Source: an optimization exercise on an open RTL-to-GDS flow (aim: small area, a short achievable clock period and few clock cycles per item). Production flows keep margins and buffers that such runs may drop.
No functional check of the RTL was part of this run.
In this run the design's own scripts or RTL, not TritonCTS, make the clock network.
The clock port is modelled as an ideal driver, which makes a skipped or thinned clock tree look cheaper than it is; a real chip needs a root buffer or a tree.
No activity file was given, so power comes from the tool's default toggle rates.

## design/flow/flow/run.sh

```bash
#!/bin/bash
# The standard flow, with four changes: the port buffers are the smallest
# buffer cell, the pins may sit on every routing track, they are placed in
# regions (flow/io.tcl, made by gen/io_gen.py) that keep each tdata_o bit next
# to the input bits feeding it, and the clock tree is two levels of buffers
# built by flow/cts_hand.tcl in place of clock tree synthesis.
export BUFFER_PORTS_ARGS="-buffer_cell sky130_fd_sc_hd__buf_1"
export PLACE_PINS_ARGS="-min_distance 1 -min_distance_in_tracks"
export IO_CONSTRAINTS="$PWD/flow/io.tcl"
export PRE_CTS_TCL="$PWD/flow/cts_hand.tcl"
bash standard.sh > standard.log 2>&1
```

## design/flow/flow/cts_hand.tcl

```tcl
# Sourced by ORFS's cts.tcl before clock tree synthesis (PRE_CTS_TCL).
# Builds a two-level clock tree by hand: the clock port drives four
# clkbuf_4 buffers, each driving two clkbuf_8 leaf buffers, each driving the
# flip-flop clock pins of one eighth of them (split by angle around their
# centre), then replaces the
# clock_tree_synthesis command with a no-op so the rest of cts.tcl (timing
# repair and legalisation) runs on this tree.
set nb 8
set block [ord::get_db_block]
set db [ord::get_db]
set clknet [$block findNet clk]
set master [$db findMaster sky130_fd_sc_hd__clkbuf_4]
set leaf_master [$db findMaster sky130_fd_sc_hd__clkbuf_8]
set sinks [$clknet getITerms]
set pts {}
foreach it $sinks {
  set box [[$it getInst] getBBox]
  lappend pts [list [expr {([$box xMin] + [$box xMax]) / 2.0}] [expr {([$box yMin] + [$box yMax]) / 2.0}]]
}
puts "hand clock tree: [llength $sinks] clock sinks"
# split the sinks into nb clusters of equal size, contiguous in angle
# around the centre of the sinks
set sx 0.0; set sy 0.0
foreach p $pts { set sx [expr {$sx + [lindex $p 0]}]; set sy [expr {$sy + [lindex $p 1]}] }
set cx [expr {$sx / [llength $pts]}]
set cy [expr {$sy / [llength $pts]}]
set keyed {}
set i 0
foreach p $pts {
  lappend keyed [list [expr {atan2([lindex $p 1] - $cy, [lindex $p 0] - $cx)}] $i]
  incr i
}
set keyed [lsort -real -index 0 $keyed]
set n [llength $pts]
set assign [lrepeat $n 0]
set k 0
foreach kv $keyed {
  lset assign [lindex $kv 1] [expr {($k * $nb) / $n}]
  incr k
}
set cents {}
for {set g 0} {$g < $nb} {incr g} {
  set sx 0.0; set sy 0.0; set m 0
  foreach p $pts a $assign {
    if {$a == $g} { set sx [expr {$sx + [lindex $p 0]}]; set sy [expr {$sy + [lindex $p 1]}]; incr m }
  }
  lappend cents [list [expr {$sx / max($m, 1)}] [expr {$sy / max($m, 1)}]]
}
set leaves {}
for {set g 0} {$g < $nb} {incr g} {
  set members {}
  foreach it $sinks a $assign { if {$a == $g} { lappend members $it } }
  set inst [odb::dbInst_create $block $leaf_master "clkbuf_leaf_$g"]
  set net [odb::dbNet_create $block "clknet_leaf_$g"]
  $net setSigType CLOCK
  foreach it $members { $it disconnect; $it connect $net }
  [$inst findITerm X] connect $net
  set c [lindex $cents $g]
  $inst setLocation [expr {int([lindex $c 0])}] [expr {int([lindex $c 1])}]
  $inst setPlacementStatus PLACED
  lappend leaves $inst
  puts "hand clock tree: leaf $g drives [llength $members] sinks from [lindex $c 0] [lindex $c 1]"
}
for {set r 0} {$r < $nb / 2} {incr r} {
  set inst [odb::dbInst_create $block $master "clkbuf_root_$r"]
  set net [odb::dbNet_create $block "clknet_root_$r"]
  $net setSigType CLOCK
  [$inst findITerm A] connect $clknet
  [$inst findITerm X] connect $net
  set c0 [lindex $cents [expr {2 * $r}]]
  set c1 [lindex $cents [expr {2 * $r + 1}]]
  foreach l [lrange $leaves [expr {2 * $r}] [expr {2 * $r + 1}]] { [$l findITerm A] connect $net }
  $inst setLocation [expr {int(([lindex $c0 0] + [lindex $c1 0]) / 2)}] [expr {int(([lindex $c0 1] + [lindex $c1 1]) / 2)}]
  $inst setPlacementStatus PLACED
}
$clknet setSigType CLOCK
global_connect
detailed_placement
rename clock_tree_synthesis clock_tree_synthesis_unused
proc clock_tree_synthesis {args} { puts "clock tree built by hand (flow/cts_hand.tcl)" }
```

## design/flow/flow/io.tcl

```tcl
set_io_pin_constraint -pin_names {clk resetn tready_i tvalid_o tlast_o pe_valid_i[0] pe_valid_i[1] pe_valid_i[2] pe_valid_i[3] pe_ready_o[0] pe_ready_o[1] pe_ready_o[2] pe_ready_o[3]} -region bottom:3.00-11.67
set_io_pin_constraint -pin_names {tdata_o[0] msg_seq_num_i[0] pe_order_i[112] pe_order_i[256] pe_order_i[400] pe_order_i[544] pe_order_i[0] pe_order_i[144] pe_order_i[288] pe_order_i[432]} -region bottom:11.67-18.34
set_io_pin_constraint -pin_names {tdata_o[1] msg_seq_num_i[1] pe_order_i[1] pe_order_i[145] pe_order_i[289] pe_order_i[433]} -region bottom:18.34-22.34
set_io_pin_constraint -pin_names {tdata_o[2] msg_seq_num_i[2] pe_order_i[114] pe_order_i[258] pe_order_i[402] pe_order_i[546] pe_order_i[2] pe_order_i[146] pe_order_i[290] pe_order_i[434]} -region bottom:22.34-29.01
set_io_pin_constraint -pin_names {tdata_o[3] msg_seq_num_i[3] pe_order_i[3] pe_order_i[147] pe_order_i[291] pe_order_i[435]} -region bottom:29.01-33.02
set_io_pin_constraint -pin_names {tdata_o[4] msg_seq_num_i[4] pe_order_i[4] pe_order_i[148] pe_order_i[292] pe_order_i[436]} -region bottom:33.02-37.02
set_io_pin_constraint -pin_names {tdata_o[5] msg_seq_num_i[5] pe_order_i[5] pe_order_i[149] pe_order_i[293] pe_order_i[437]} -region bottom:37.02-41.02
set_io_pin_constraint -pin_names {tdata_o[6] msg_seq_num_i[6] pe_order_i[6] pe_order_i[150] pe_order_i[294] pe_order_i[438]} -region bottom:41.02-45.02
set_io_pin_constraint -pin_names {tdata_o[7] msg_seq_num_i[7] pe_order_i[7] pe_order_i[151] pe_order_i[295] pe_order_i[439]} -region bottom:45.02-49.02
set_io_pin_constraint -pin_names {tdata_o[8] msg_seq_num_i[8] pe_order_i[120] pe_order_i[264] pe_order_i[408] pe_order_i[552] pe_order_i[8] pe_order_i[152] pe_order_i[296] pe_order_i[440]} -region bottom:49.02-55.69
set_io_pin_constraint -pin_names {tdata_o[9] msg_seq_num_i[9] pe_order_i[9] pe_order_i[153] pe_order_i[297] pe_order_i[441]} -region bottom:55.69-59.70
set_io_pin_constraint -pin_names {tdata_o[10] msg_seq_num_i[10] pe_order_i[10] pe_order_i[154] pe_order_i[298] pe_order_i[442]} -region bottom:59.70-63.70
set_io_pin_constraint -pin_names {tdata_o[11] msg_seq_num_i[11] pe_order_i[11] pe_order_i[155] pe_order_i[299] pe_order_i[443]} -region bottom:63.70-67.70
set_io_pin_constraint -pin_names {tdata_o[12] msg_seq_num_i[12] pe_order_i[12] pe_order_i[156] pe_order_i[300] pe_order_i[444]} -region bottom:67.70-71.70
set_io_pin_constraint -pin_names {tdata_o[13] msg_seq_num_i[13] pe_order_i[13] pe_order_i[157] pe_order_i[301] pe_order_i[445]} -region bottom:71.70-75.70
set_io_pin_constraint -pin_names {tdata_o[14] msg_seq_num_i[14] pe_order_i[14] pe_order_i[158] pe_order_i[302] pe_order_i[446]} -region bottom:75.70-79.70
set_io_pin_constraint -pin_names {tdata_o[15] msg_seq_num_i[15] pe_order_i[15] pe_order_i[159] pe_order_i[303] pe_order_i[447]} -region bottom:79.70-83.71
set_io_pin_constraint -pin_names {tdata_o[16] msg_seq_num_i[16] pe_order_i[64] pe_order_i[208] pe_order_i[352] pe_order_i[496] pe_order_i[16] pe_order_i[160] pe_order_i[304] pe_order_i[448]} -region bottom:83.71-90.38
set_io_pin_constraint -pin_names {tdata_o[17] msg_seq_num_i[17] pe_order_i[65] pe_order_i[209] pe_order_i[353] pe_order_i[497] pe_order_i[17] pe_order_i[161] pe_order_i[305] pe_order_i[449]} -region bottom:90.38-97.05
set_io_pin_constraint -pin_names {tdata_o[18] msg_seq_num_i[18] pe_order_i[66] pe_order_i[210] pe_order_i[354] pe_order_i[498] pe_order_i[18] pe_order_i[162] pe_order_i[306] pe_order_i[450]} -region bottom:97.05-103.72
set_io_pin_constraint -pin_names {tdata_o[19] msg_seq_num_i[19] pe_order_i[67] pe_order_i[211] pe_order_i[355] pe_order_i[499] pe_order_i[19] pe_order_i[163] pe_order_i[307] pe_order_i[451]} -region bottom:103.72-110.39
set_io_pin_constraint -pin_names {tdata_o[20] msg_seq_num_i[20] pe_order_i[68] pe_order_i[212] pe_order_i[356] pe_order_i[500] pe_order_i[20] pe_order_i[164] pe_order_i[308] pe_order_i[452]} -region bottom:110.39-117.06
set_io_pin_constraint -pin_names {tdata_o[21] msg_seq_num_i[21] pe_order_i[69] pe_order_i[213] pe_order_i[357] pe_order_i[501] pe_order_i[21] pe_order_i[165] pe_order_i[309] pe_order_i[453]} -region bottom:117.06-123.73
set_io_pin_constraint -pin_names {tdata_o[22] msg_seq_num_i[22] pe_order_i[70] pe_order_i[214] pe_order_i[358] pe_order_i[502] pe_order_i[22] pe_order_i[166] pe_order_i[310] pe_order_i[454]} -region bottom:123.73-130.40
set_io_pin_constraint -pin_names {tdata_o[23] msg_seq_num_i[23] pe_order_i[71] pe_order_i[215] pe_order_i[359] pe_order_i[503] pe_order_i[23] pe_order_i[167] pe_order_i[311] pe_order_i[455]} -region bottom:130.40-137.07
set_io_pin_constraint -pin_names {tdata_o[24] msg_seq_num_i[24] pe_order_i[72] pe_order_i[216] pe_order_i[360] pe_order_i[504] pe_order_i[24] pe_order_i[168] pe_order_i[312] pe_order_i[456]} -region bottom:137.07-143.74
set_io_pin_constraint -pin_names {tdata_o[25] msg_seq_num_i[25] pe_order_i[73] pe_order_i[217] pe_order_i[361] pe_order_i[505] pe_order_i[25] pe_order_i[169] pe_order_i[313] pe_order_i[457]} -region bottom:143.74-150.41
set_io_pin_constraint -pin_names {tdata_o[26] msg_seq_num_i[26] pe_order_i[74] pe_order_i[218] pe_order_i[362] pe_order_i[506] pe_order_i[26] pe_order_i[170] pe_order_i[314] pe_order_i[458]} -region bottom:150.41-157.08
set_io_pin_constraint -pin_names {tdata_o[27] msg_seq_num_i[27] pe_order_i[75] pe_order_i[219] pe_order_i[363] pe_order_i[507] pe_order_i[27] pe_order_i[171] pe_order_i[315] pe_order_i[459]} -region bottom:157.08-163.75
set_io_pin_constraint -pin_names {tdata_o[28] msg_seq_num_i[28] pe_order_i[76] pe_order_i[220] pe_order_i[364] pe_order_i[508] pe_order_i[28] pe_order_i[172] pe_order_i[316] pe_order_i[460]} -region bottom:163.75-170.42
set_io_pin_constraint -pin_names {tdata_o[29] msg_seq_num_i[29] pe_order_i[77] pe_order_i[221] pe_order_i[365] pe_order_i[509] pe_order_i[29] pe_order_i[173] pe_order_i[317] pe_order_i[461]} -region bottom:170.42-177.09
set_io_pin_constraint -pin_names {tdata_o[30] msg_seq_num_i[30] pe_order_i[78] pe_order_i[222] pe_order_i[366] pe_order_i[510] pe_order_i[30]} -region bottom:177.09-181.76
set_io_pin_constraint -pin_names {pe_order_i[174] pe_order_i[318] pe_order_i[462]} -region right:3.00-5.96
set_io_pin_constraint -pin_names {tdata_o[31] msg_seq_num_i[31] pe_order_i[79] pe_order_i[223] pe_order_i[367] pe_order_i[511] pe_order_i[31] pe_order_i[175] pe_order_i[319] pe_order_i[463]} -region right:5.96-15.82
set_io_pin_constraint -pin_names {tdata_o[32] pe_order_i[128] pe_order_i[272] pe_order_i[416] pe_order_i[560] pe_order_i[80] pe_order_i[224] pe_order_i[368] pe_order_i[512] pe_order_i[32] pe_order_i[176] pe_order_i[320] pe_order_i[464]} -region right:15.82-28.64
set_io_pin_constraint -pin_names {tdata_o[33] pe_order_i[81] pe_order_i[225] pe_order_i[369] pe_order_i[513] pe_order_i[33] pe_order_i[177] pe_order_i[321] pe_order_i[465]} -region right:28.64-37.51
set_io_pin_constraint -pin_names {tdata_o[34] pe_order_i[82] pe_order_i[226] pe_order_i[370] pe_order_i[514] pe_order_i[34] pe_order_i[178] pe_order_i[322] pe_order_i[466]} -region right:37.51-46.38
set_io_pin_constraint -pin_names {tdata_o[35] pe_order_i[83] pe_order_i[227] pe_order_i[371] pe_order_i[515] pe_order_i[35] pe_order_i[179] pe_order_i[323] pe_order_i[467]} -region right:46.38-55.26
set_io_pin_constraint -pin_names {tdata_o[36] pe_order_i[84] pe_order_i[228] pe_order_i[372] pe_order_i[516] pe_order_i[36] pe_order_i[180] pe_order_i[324] pe_order_i[468]} -region right:55.26-64.13
set_io_pin_constraint -pin_names {tdata_o[37] pe_order_i[85] pe_order_i[229] pe_order_i[373] pe_order_i[517] pe_order_i[37] pe_order_i[181] pe_order_i[325] pe_order_i[469]} -region right:64.13-73.01
set_io_pin_constraint -pin_names {tdata_o[38] pe_order_i[86] pe_order_i[230] pe_order_i[374] pe_order_i[518] pe_order_i[38] pe_order_i[182] pe_order_i[326] pe_order_i[470]} -region right:73.01-81.88
set_io_pin_constraint -pin_names {tdata_o[39] pe_order_i[87] pe_order_i[231] pe_order_i[375] pe_order_i[519] pe_order_i[39] pe_order_i[183] pe_order_i[327] pe_order_i[471]} -region right:81.88-90.75
set_io_pin_constraint -pin_names {tdata_o[40] pe_order_i[136] pe_order_i[280] pe_order_i[424] pe_order_i[568] pe_order_i[88] pe_order_i[232] pe_order_i[376] pe_order_i[520] pe_order_i[40] pe_order_i[184] pe_order_i[328] pe_order_i[472]} -region right:90.75-103.57
set_io_pin_constraint -pin_names {tdata_o[41] pe_order_i[89] pe_order_i[233] pe_order_i[377] pe_order_i[521] pe_order_i[41] pe_order_i[185] pe_order_i[329] pe_order_i[473]} -region right:103.57-112.45
set_io_pin_constraint -pin_names {tdata_o[42] pe_order_i[138] pe_order_i[282] pe_order_i[426] pe_order_i[570] pe_order_i[90] pe_order_i[234] pe_order_i[378] pe_order_i[522] pe_order_i[42] pe_order_i[186] pe_order_i[330] pe_order_i[474]} -region right:112.45-125.26
set_io_pin_constraint -pin_names {tdata_o[43] pe_order_i[91] pe_order_i[235] pe_order_i[379] pe_order_i[523] pe_order_i[43] pe_order_i[187] pe_order_i[331] pe_order_i[475]} -region right:125.26-134.14
set_io_pin_constraint -pin_names {tdata_o[44] pe_order_i[92] pe_order_i[236] pe_order_i[380] pe_order_i[524] pe_order_i[44] pe_order_i[188] pe_order_i[332] pe_order_i[476]} -region right:134.14-143.01
set_io_pin_constraint -pin_names {tdata_o[45] pe_order_i[93] pe_order_i[237] pe_order_i[381] pe_order_i[525] pe_order_i[45] pe_order_i[189] pe_order_i[333] pe_order_i[477]} -region right:143.01-151.89
set_io_pin_constraint -pin_names {tdata_o[46] pe_order_i[94] pe_order_i[238] pe_order_i[382] pe_order_i[526] pe_order_i[46] pe_order_i[190] pe_order_i[334] pe_order_i[478]} -region right:151.89-160.76
set_io_pin_constraint -pin_names {tdata_o[47] pe_order_i[95] pe_order_i[239] pe_order_i[383] pe_order_i[527] pe_order_i[47] pe_order_i[191] pe_order_i[335] pe_order_i[479]} -region right:160.76-169.63
set_io_pin_constraint -pin_names {tdata_o[48] session_id_i[0] pe_order_i[96] pe_order_i[240] pe_order_i[384] pe_order_i[528] pe_order_i[48] pe_order_i[192] pe_order_i[336] pe_order_i[480]} -region right:169.63-179.49
set_io_pin_constraint -pin_names {tdata_o[49] session_id_i[1]} -region right:179.49-181.47
set_io_pin_constraint -pin_names {pe_order_i[97] pe_order_i[241] pe_order_i[385] pe_order_i[529] pe_order_i[49] pe_order_i[193] pe_order_i[337] pe_order_i[481]} -region top:176.66-182.00
set_io_pin_constraint -pin_names {tdata_o[50] session_id_i[2] pe_order_i[98] pe_order_i[242] pe_order_i[386] pe_order_i[530] pe_order_i[50] pe_order_i[194] pe_order_i[338] pe_order_i[482]} -region top:169.99-176.66
set_io_pin_constraint -pin_names {tdata_o[51] session_id_i[3] pe_order_i[99] pe_order_i[243] pe_order_i[387] pe_order_i[531] pe_order_i[51] pe_order_i[195] pe_order_i[339] pe_order_i[483]} -region top:163.32-169.99
set_io_pin_constraint -pin_names {tdata_o[52] session_id_i[4] pe_order_i[100] pe_order_i[244] pe_order_i[388] pe_order_i[532] pe_order_i[52] pe_order_i[196] pe_order_i[340] pe_order_i[484]} -region top:156.65-163.32
set_io_pin_constraint -pin_names {tdata_o[53] session_id_i[5] pe_order_i[101] pe_order_i[245] pe_order_i[389] pe_order_i[533] pe_order_i[53] pe_order_i[197] pe_order_i[341] pe_order_i[485]} -region top:149.98-156.65
set_io_pin_constraint -pin_names {tdata_o[54] session_id_i[6] pe_order_i[102] pe_order_i[246] pe_order_i[390] pe_order_i[534] pe_order_i[54] pe_order_i[198] pe_order_i[342] pe_order_i[486]} -region top:143.31-149.98
set_io_pin_constraint -pin_names {tdata_o[55] session_id_i[7] pe_order_i[103] pe_order_i[247] pe_order_i[391] pe_order_i[535] pe_order_i[55] pe_order_i[199] pe_order_i[343] pe_order_i[487]} -region top:136.64-143.31
set_io_pin_constraint -pin_names {tdata_o[56] session_id_i[8] pe_order_i[104] pe_order_i[248] pe_order_i[392] pe_order_i[536] pe_order_i[56] pe_order_i[200] pe_order_i[344] pe_order_i[488]} -region top:129.97-136.64
set_io_pin_constraint -pin_names {tdata_o[57] session_id_i[9] pe_order_i[105] pe_order_i[249] pe_order_i[393] pe_order_i[537] pe_order_i[57] pe_order_i[201] pe_order_i[345] pe_order_i[489]} -region top:123.30-129.97
set_io_pin_constraint -pin_names {tdata_o[58] session_id_i[10] pe_order_i[106] pe_order_i[250] pe_order_i[394] pe_order_i[538] pe_order_i[58] pe_order_i[202] pe_order_i[346] pe_order_i[490]} -region top:116.63-123.30
set_io_pin_constraint -pin_names {tdata_o[59] session_id_i[11] pe_order_i[107] pe_order_i[251] pe_order_i[395] pe_order_i[539] pe_order_i[59] pe_order_i[203] pe_order_i[347] pe_order_i[491]} -region top:109.96-116.63
set_io_pin_constraint -pin_names {tdata_o[60] session_id_i[12] pe_order_i[108] pe_order_i[252] pe_order_i[396] pe_order_i[540] pe_order_i[60] pe_order_i[204] pe_order_i[348] pe_order_i[492]} -region top:103.29-109.96
set_io_pin_constraint -pin_names {tdata_o[61] session_id_i[13] pe_order_i[109] pe_order_i[253] pe_order_i[397] pe_order_i[541] pe_order_i[61] pe_order_i[205] pe_order_i[349] pe_order_i[493]} -region top:96.62-103.29
set_io_pin_constraint -pin_names {tdata_o[62] session_id_i[14] pe_order_i[110] pe_order_i[254] pe_order_i[398] pe_order_i[542] pe_order_i[62] pe_order_i[206] pe_order_i[350] pe_order_i[494]} -region top:89.95-96.62
set_io_pin_constraint -pin_names {tdata_o[63] session_id_i[15] pe_order_i[111] pe_order_i[255] pe_order_i[399] pe_order_i[543] pe_order_i[63] pe_order_i[207] pe_order_i[351] pe_order_i[495]} -region top:83.28-89.95
set_io_pin_constraint -pin_names {pe_order_i[113] pe_order_i[115] pe_order_i[116] pe_order_i[117] pe_order_i[118] pe_order_i[119] pe_order_i[121] pe_order_i[122] pe_order_i[123] pe_order_i[124] pe_order_i[125] pe_order_i[126] pe_order_i[127] pe_order_i[129] pe_order_i[130] pe_order_i[131] pe_order_i[132] pe_order_i[133] pe_order_i[134] pe_order_i[135] pe_order_i[137] pe_order_i[139] pe_order_i[140] pe_order_i[141] pe_order_i[142] pe_order_i[143] pe_order_i[257] pe_order_i[259] pe_order_i[260] pe_order_i[261] pe_order_i[262] pe_order_i[263] pe_order_i[265] pe_order_i[266] pe_order_i[267] pe_order_i[268] pe_order_i[269] pe_order_i[270] pe_order_i[271] pe_order_i[273] pe_order_i[274] pe_order_i[275] pe_order_i[276] pe_order_i[277] pe_order_i[278] pe_order_i[279] pe_order_i[281] pe_order_i[283] pe_order_i[284] pe_order_i[285] pe_order_i[286] pe_order_i[287] pe_order_i[401] pe_order_i[403] pe_order_i[404] pe_order_i[405] pe_order_i[406] pe_order_i[407] pe_order_i[409] pe_order_i[410] pe_order_i[411] pe_order_i[412] pe_order_i[413] pe_order_i[414] pe_order_i[415] pe_order_i[417] pe_order_i[418] pe_order_i[419] pe_order_i[420] pe_order_i[421] pe_order_i[422] pe_order_i[423] pe_order_i[425] pe_order_i[427] pe_order_i[428] pe_order_i[429] pe_order_i[430] pe_order_i[431] pe_order_i[545] pe_order_i[547] pe_order_i[548] pe_order_i[549] pe_order_i[550] pe_order_i[551] pe_order_i[553] pe_order_i[554] pe_order_i[555] pe_order_i[556] pe_order_i[557] pe_order_i[558] pe_order_i[559] pe_order_i[561] pe_order_i[562] pe_order_i[563] pe_order_i[564] pe_order_i[565] pe_order_i[566] pe_order_i[567] pe_order_i[569] pe_order_i[571] pe_order_i[572] pe_order_i[573] pe_order_i[574] pe_order_i[575]} -region top:13.92-83.28
```

## design/flow/standard.sh

```bash
#!/bin/bash
# synth_recipe.tcl (not shown) runs the flow's synth.tcl, then flattens the netlist and writes it again
# the make line also repeats each setting of config.mk as NAME=value (left out here)
make -C /OpenROAD-flow-scripts/flow DESIGN_CONFIG=/design/flow/config.mk WORK_HOME=/design/flow/orfs CLKGATE_MAP_FILE= SYNTH_SCRIPT=/design/flow/synth_recipe.tcl "${@:-finish}"
```

## design/flow/config.mk

```make
export PLATFORM = sky130hd
export DESIGN_NAME = top_payload_generator
export DESIGN_NICKNAME = top_payload_generator
export VERILOG_FILES = /design/flow/design.v
export SDC_FILE = /design/flow/constraint.sdc
export NUM_CORES = 4
export LEC_CHECK = 0
export CAP_MARGIN = 20
export CORE_AREA = 2.5 2.5 182.5 182.5
export DIE_AREA = 0 0 185 185
export SETUP_SLACK_MARGIN = 3.0
export SLEW_MARGIN = 20
```

## design/flow/constraint.sdc

```tcl
create_clock -name core_clock -period 5.0 [get_ports {clk}]
set_input_delay 1.0000 -clock core_clock [delete_from_list [all_inputs] [get_ports {clk}]]
set_output_delay 1.0000 -clock core_clock [all_outputs]
set_load 0.01 [all_outputs]
```

## design/flow/design.v

```verilog
`timescale 1ns/1ns
package order_pkg;
    typedef enum logic [7:0] {
        NEW     = 8'h30,
        CANCEL  = 8'h34,
        REPLACE = 8'h35
    } exec_type_e;
    typedef enum logic [7:0] {
        BUY  = 8'h31,
        SELL = 8'h32
    } side_e;
    typedef enum logic [7:0] {
        MARKET = 8'h31,
        LIMIT  = 8'h32
    } ord_type_e;
    typedef enum logic [7:0] {
        DAY = 8'h30,
        IOC = 8'h33,
        FOK = 8'h34
    } tif_e;
    typedef logic [31:0]       price_t;
    typedef logic [15:0]       qty_t;
    typedef logic [64-1:0] symbol_t;
    typedef struct packed {
        exec_type_e exec_type;
        side_e      side;
        ord_type_e  ord_type;
        tif_e       tif;
        price_t     price;
        qty_t       qty;
        symbol_t    symbol;
    } order_t;
    typedef logic [5-1:0][7:0] order_no_t;
endpackage
`timescale 1ns/1ns
package stream_pkg;
    typedef logic [64-1:0] beat_t;
    typedef logic [$clog2(4)-1:0] pe_idx_t;
    typedef enum logic [2:0] {
        IDLE,
        HDR,
        BODY,
        SYM,
        TAIL
    } builder_state_e;
    typedef logic [15:0] session_id_t;
    typedef logic [31:0] seq_num_t;
endpackage
`timescale 1ns/1ns
module order_no_counter (
    input  logic                 clk,
    input  logic                 resetn,
    input  logic                 advance_i,
    output order_pkg::order_no_t order_no_o
);
    logic [4*5-1:0] bcd_q;
    logic [5-1:0]   nine_q;     
    logic [5-1:0]   nine;
    logic [5-1:0]   step;
    always_comb begin
        logic c;
        c = 1'b1;
        for (int d = 0; d < 5; d++) begin
            nine[d] = bcd_q[4*d +: 4] == 4'd9;
            step[d] = c;
            c = c && nine_q[d];
        end
    end
    always_ff @(posedge clk) begin
        if (!resetn) begin
            bcd_q  <= '0;
            nine_q <= '0;
        end else begin
            nine_q <= nine;
            for (int d = 0; d < 5; d++) begin
                if (advance_i && step[d]) begin
                    bcd_q[4*d +: 4] <= nine_q[d] ? 4'd0 : bcd_q[4*d +: 4] + 4'd1;
                end
            end
        end
    end
    logic [8*5-1:0] ascii;
    always_comb begin
        for (int d = 0; d < 5; d++) begin
            ascii[8*d +: 8] = {4'h3, bcd_q[4*d +: 4]};
        end
    end
    assign order_no_o = ascii;
endmodule
`timescale 1ns/1ns
module top_payload_generator (
    input  logic                          clk,
    input  logic                          resetn,
    input  logic [15:0]                   session_id_i,
    input  logic [31:0]                   msg_seq_num_i,
    input  logic [4-1:0]            pe_valid_i,
    input  logic [4*(32 + 32 + 16 + 64)-1:0]   pe_order_i,
    output logic [4-1:0]            pe_ready_o,
    input  logic                          tready_i,
    output logic                          tvalid_o,
    output logic                          tlast_o,
    output logic [64-1:0]            tdata_o
);
    logic                 tvalid_q;
    logic                 tlast_q;
    logic [3:0]           bsel_q;
    logic [2:0][4-1:0] esel_q;
    stream_pkg::pe_idx_t  cur_q;       
    stream_pkg::pe_idx_t  nxt_q;       
    logic                 have_q;
    logic [4-1:0]   rdy_q;
    logic                 acc_q;       
    logic [4-1:0]   valid_q;     
    logic                 adv_q;       
    stream_pkg::beat_t    tdata_q, tdata_d;
    order_pkg::order_no_t order_no;
    logic                 ld;
    logic                 start;
    logic                 next0;       
    logic [4-1:0]   busy;
    logic [4-1:0]   cand;
    stream_pkg::pe_idx_t  pick;
    logic                 found;
    assign ld    = !tvalid_q || tready_i;
    assign start = ld && bsel_q[0] && (|esel_q[0]);
    assign next0 = ld ? (bsel_q[3] || (bsel_q[0] && !(|esel_q[0]))) : bsel_q[0];
    always_comb begin
        busy = esel_q[1] | esel_q[2] | rdy_q;
        if (acc_q) busy[cur_q] = 1'b1;
    end
    assign cand = valid_q & ~busy;
    always_comb begin
        found = 1'b0;
        pick  = cur_q;
        for (int k = 1; k <= 4; k++) begin
            if (!found && cand[stream_pkg::pe_idx_t'(cur_q + k)]) begin
                found = 1'b1;
                pick  = stream_pkg::pe_idx_t'(cur_q + k);
            end
        end
    end
    always_ff @(posedge clk) begin
        if (!resetn) begin
            tvalid_q <= 1'b0;
            tlast_q  <= 1'b0;
            bsel_q   <= 4'b0001;
            esel_q   <= '0;
            cur_q    <= '0;
            nxt_q    <= '0;
            have_q   <= 1'b0;
            rdy_q    <= '0;
            acc_q    <= 1'b0;
            valid_q  <= '0;
            adv_q    <= 1'b0;
        end else begin
            acc_q    <= |rdy_q;
            valid_q  <= pe_valid_i;
            adv_q    <= ld && bsel_q[3];
            if (ld) begin
                tvalid_q  <= !bsel_q[0] || (|esel_q[0]);
                tlast_q   <= bsel_q[3];
                bsel_q[1] <= start;
                bsel_q[2] <= bsel_q[1];
                bsel_q[3] <= bsel_q[2];
                bsel_q[0] <= next0;
                esel_q[1] <= start ? esel_q[0] : '0;
                esel_q[2] <= esel_q[1];
                rdy_q     <= esel_q[2];
            end else begin
                rdy_q     <= '0;
            end
            for (int e = 0; e < 4; e++) begin
                esel_q[0][e] <= next0 && have_q && !start && nxt_q == stream_pkg::pe_idx_t'(e);
            end
            if (start) begin
                cur_q  <= nxt_q;
            end
            if (!have_q) begin
                nxt_q  <= pick;
            end
            have_q <= !start && (have_q || found);
        end
    end
    logic [4-1:0][64-1:0] eterm;
    for (genvar e = 0; e < 4; e++) begin : g_eng
        logic [(32 + 32 + 16 + 64)-1:0] o;
        assign o = pe_order_i[e*(32 + 32 + 16 + 64) +: (32 + 32 + 16 + 64)];
        assign eterm[e] = ({64{esel_q[0][e]}} & {16'h0,
                                                 5'b0, o[138], 1'b0, o[136],
                                                 6'b0, ~o[128], o[128],
                                                 32'h0})
                        | ({64{esel_q[1][e]}} & {o[111:80], o[79:64],
                                                 6'b0, ~o[120], o[120],
                                                 5'b0, o[114], o[112], o[112]})
                        | ({64{esel_q[2][e]}} & o[63:0]);
    end
    assign tdata_d = ({64{bsel_q[0]}} & {session_id_i, 8'h30, 8'h30, msg_seq_num_i})
                   | ({64{bsel_q[1]}} & {32'h0, 16'h0, 8'h30, 8'h30})
                   | ({64{bsel_q[3]}} & {order_no, 24'd0})
                   | eterm[0] | eterm[1] | eterm[2] | eterm[3];
    always_ff @(posedge clk) begin
        if (ld) tdata_q <= tdata_d;
    end
    order_no_counter u_order_no (
        .clk        (clk),
        .resetn     (resetn),
        .advance_i  (adv_q),
        .order_no_o (order_no)
    );
    assign tvalid_o   = tvalid_q;
    assign tlast_o    = tlast_q;
    assign tdata_o    = tdata_q;
    assign pe_ready_o = rdy_q;
endmodule
```

==> run notes <==
status complete, no violations; Seq/Total Area, Yosys 0.423; Area contributors post-synth edfxtp_1 (26%), dfxtp_1 (16%), a22oi_1 (12%); die area ~34000 um2; Largest delay share family, worst path simple AND/OR/NAND/NOR gates; Final Setup Violations 0; post-synth top area share 0.264; total vias in the final route between 9000 and 10000; RSZ-0062 raised after global routing true; crit-path cells buf_12, or4b_4, nor3_4, o221ai_2, a211o_1, o2111a_1; die boundary width between 150 and 200 um; nature of the critical path endpoint flip-flop; initial antenna violation count 1; MaxCap Viol Count 0; Synth async-reset ratio 0; Critical Path AT roughly 2200 ps; largest net degree at the start of global routing 67; first-pass GRT wire length about 46000 um; Post-synth EDFFs 64; Final Hold Vio Count 0; Synth Area per Inst between 9 and 10 um2; vias in the first global route between 8000 and 9000; Clk Latency, worst-skew pair between 300 and 400 ps; share of cells above drive strength 1 0.0642; cell area after synthesis roughly 7300 um2; total track usage 0.164; crit-path max cell delay between 500 and 600 ps; Synth Flop Type edfxtp_1; DRT Pass-1 Iters 6; Yosys warnings 2; pre-CTS setup slack about 2000 ps; clk slew on worst S/H paths about 100 ps; GPL Wtd Cong approximately 0.86; pwr dens about 260 nW/um2; highest clock rate 0.515 GHz; CP max stage cell or4b_4; port bufs a little under 600; required time of the worst setup path ~5200 ps; Final Max Tran Viols 0; fin crit period about 1900 ps; Routed WL 33000 um; Layout Nets about 2000; Yosys top cell by area edfxtp_1; leakage between 3 and 4 nW; CP bufs+invs 1; HPWL Detailed 23900 um; DRC Markers 0; core footprint roughly 32000 um2; grt total ovfl 0; antenna-violating nets left 0; initial core utilization 0.226; Rows 66; Die Span Y approximately 190 um; Worst Max-Slew Pin Slew approximately 990 ps; worst hold path type flip-flop to flip-flop; Worst Path Max Fanout 19; # IOs 701; Setup crit start kind flip-flop; hold wc startpoint bsel_q[2]; Fin Setup TNS 0 ps; Iter 0 DRT Violations slightly below 800; Final WS setup 3060 ps; DR WL/cell approximately 19 um; RR Startpoint esel_q[8]; syn nets between 1000 and 1500; CP Class flip-flop to flip-flop; #FFs+latches synth between 100 and 150; Tcrit/Tclk final 0.388; synth unique cells 56; skew final between 10 and 15 ps; worst setup path start esel_q[8]; Post-Synthesis Cells 757; worst rel slew slack 0.338; vias per cell 5.56; maximum VDD drop 0.142 mV; synth-to-layout area growth 43.1%
## metal layers
layer / GRT usage / up-vias / part of all wire
li1: - / 4302 / -
met1: 0.184 / 4593 / 0.37
met2: 0.297 / 590 / 0.49
met3: 0.0281 / 162 / 0.087
met4: 0.0905 / 0 / 0.060
met5: 0 / - / 0
## placed cells by master, fill, tap and decap left out, types with 5 or more instances in the layout
cell and instances:
a21oi_1 42, and3_1 7, nand3_1 41, nor3_1 10, a221oi_1 48, a22o_1 45
a31oi_1 5, edfxtp_1 64, nor2_1 19, buf_1 594, ha_1 13, buf_4 21
buf_6 6, a22oi_1 115, inv_1 15, dfxtp_1 47, and4b_1 5, nand2_1 48
o21ai_0 9, and2_1 8, dfxtp_2 8, a222oi_1 35, nand4_1 28, clkbuf_8 8
## final timing paths
check / to / slack, ps / depth (start not counted)
max: nxt_q[0] / 3060 / 6
min: bsel_q[3] / 460 / 2
max reg2reg: nxt_q[0] / 3060 / 6
min reg2reg: bsel_q[3] / 460 / 2
## repair_timing
item,4_1_cts,5_1_grt
cloned,3,1
hold buffers,0,0
setup buffers,8,5
pin swaps,10,1
endpoints found under the setup margin,129,2
resized for setup,34,14
## where the power goes
part	switching, W	internal, W
registers	0.000108	0.00127
clock network	0.000293	0.000184
logic	0.000491	0.000367
## area by class of cell
class,count,area (um2)
fillers,3425,21800
multi-input cells,542,3940
flip-flops and latches,122,3100
repair buffers,628,2640
well taps,408,510
plain buffers,12,140
inverters,20,87.6
diodes,2,5.00
## state kept, by name (all words and copies together), names as in the netlist
name	count
bsel_q	4
adv_q	1
tlast_q	1
have_q	1
cur_q	2
esel_q	12
acc_q	1
u_order_no.bcd_q	20
u_order_no.nine_q	5
valid_q	4
tdata_q	64
rdy_q	4
nxt_q	2
tvalid_q	1
## kinds of logic after synthesis
group,count (synthesis),synth area share
AO/OA/AOI/OAI,323,0.344
adder cells (fa/ha/maj),14,0.0240
buffers and inverters,93,0.0503
flip-flops,122,0.423
multiplexers,6,0.0101
AND/OR/NAND/NOR,199,0.148
## Yosys cell counts (3+ instances only)
| cell type | number |
|---|---|
| a21oi_1 | 42 |
| a221oi_1 | 52 |
| a222oi_1 | 35 |
| a22o_1 | 45 |
| a22oi_1 | 116 |
| a31oi_1 | 5 |
| and2_1 | 10 |
| and3_1 | 7 |
| and4b_1 | 5 |
| buf_1 | 22 |
| clkbuf_1 | 47 |
| dfxtp_1 | 58 |
| edfxtp_1 | 64 |
| ha_1 | 14 |
| inv_1 | 17 |
| mux2i_1 | 4 |
| nand2_1 | 48 |
| nand2b_1 | 4 |
| nand3_1 | 41 |
| nand4_1 | 28 |
| nor2_1 | 19 |
| nor3_1 | 11 |
| nor3b_1 | 3 |
| nor4_1 | 4 |
| o21ai_0 | 9 |
| o22ai_1 | 3 |
| or4_1 | 3 |
## tightest hold or removal path, delay by kind of cell, from the launching register on
family | cells | cell delay (ps)
flip-flops | 1 | 320
AO/OA/AOI/OAI | 1 | 50
AND/OR/NAND/NOR | 1 | 50
## through the flow
step | area (um2) | total power [W] | instances | hold WS (ps) | util
global placement | 9880 | 0.00217 | 1703 | 450 | 0.307
floorplan | 7320 | 0.00177 | 757 | 432 | -
finish | 10400 | 0.00271 | 1734 | 464 | 0.324
CTS | 10300 | 0.00259 | 1726 | 451 | 0.320
global route | 10400 | 0.00286 | 1732 | 487 | 0.324
detailed placement | 9880 | 0.00217 | 1703 | 449 | 0.307

==> what the ideal ports hide <==
The flow's constraints put no driver on any port. The routed layout listed below was extracted and timed again, unchanged, in two steps.
Step 1 sets driving cells, clkbuf_16 on the clock port and buf_2 on the other inputs (assumed; they add their load-dependent delay and slew).
Step 2 times the ports against the registers' clock, not the clock port: input delays grow and output delays shrink by t, the midpoint of the rising clock arrivals with the driver on.
a / b / c = ideal ports / drivers / drivers and shift; a / b = the first two.
shift t [ns]: 0.382
slack for setup (ns): 3.058 / 2.991 / 2.853
cell pins on the clock port's net: 4
After both steps this run still meets setup and hold. For this run, drivers alone change the setup slack by -0.067 ns; drivers and shift together by -0.205 ns.
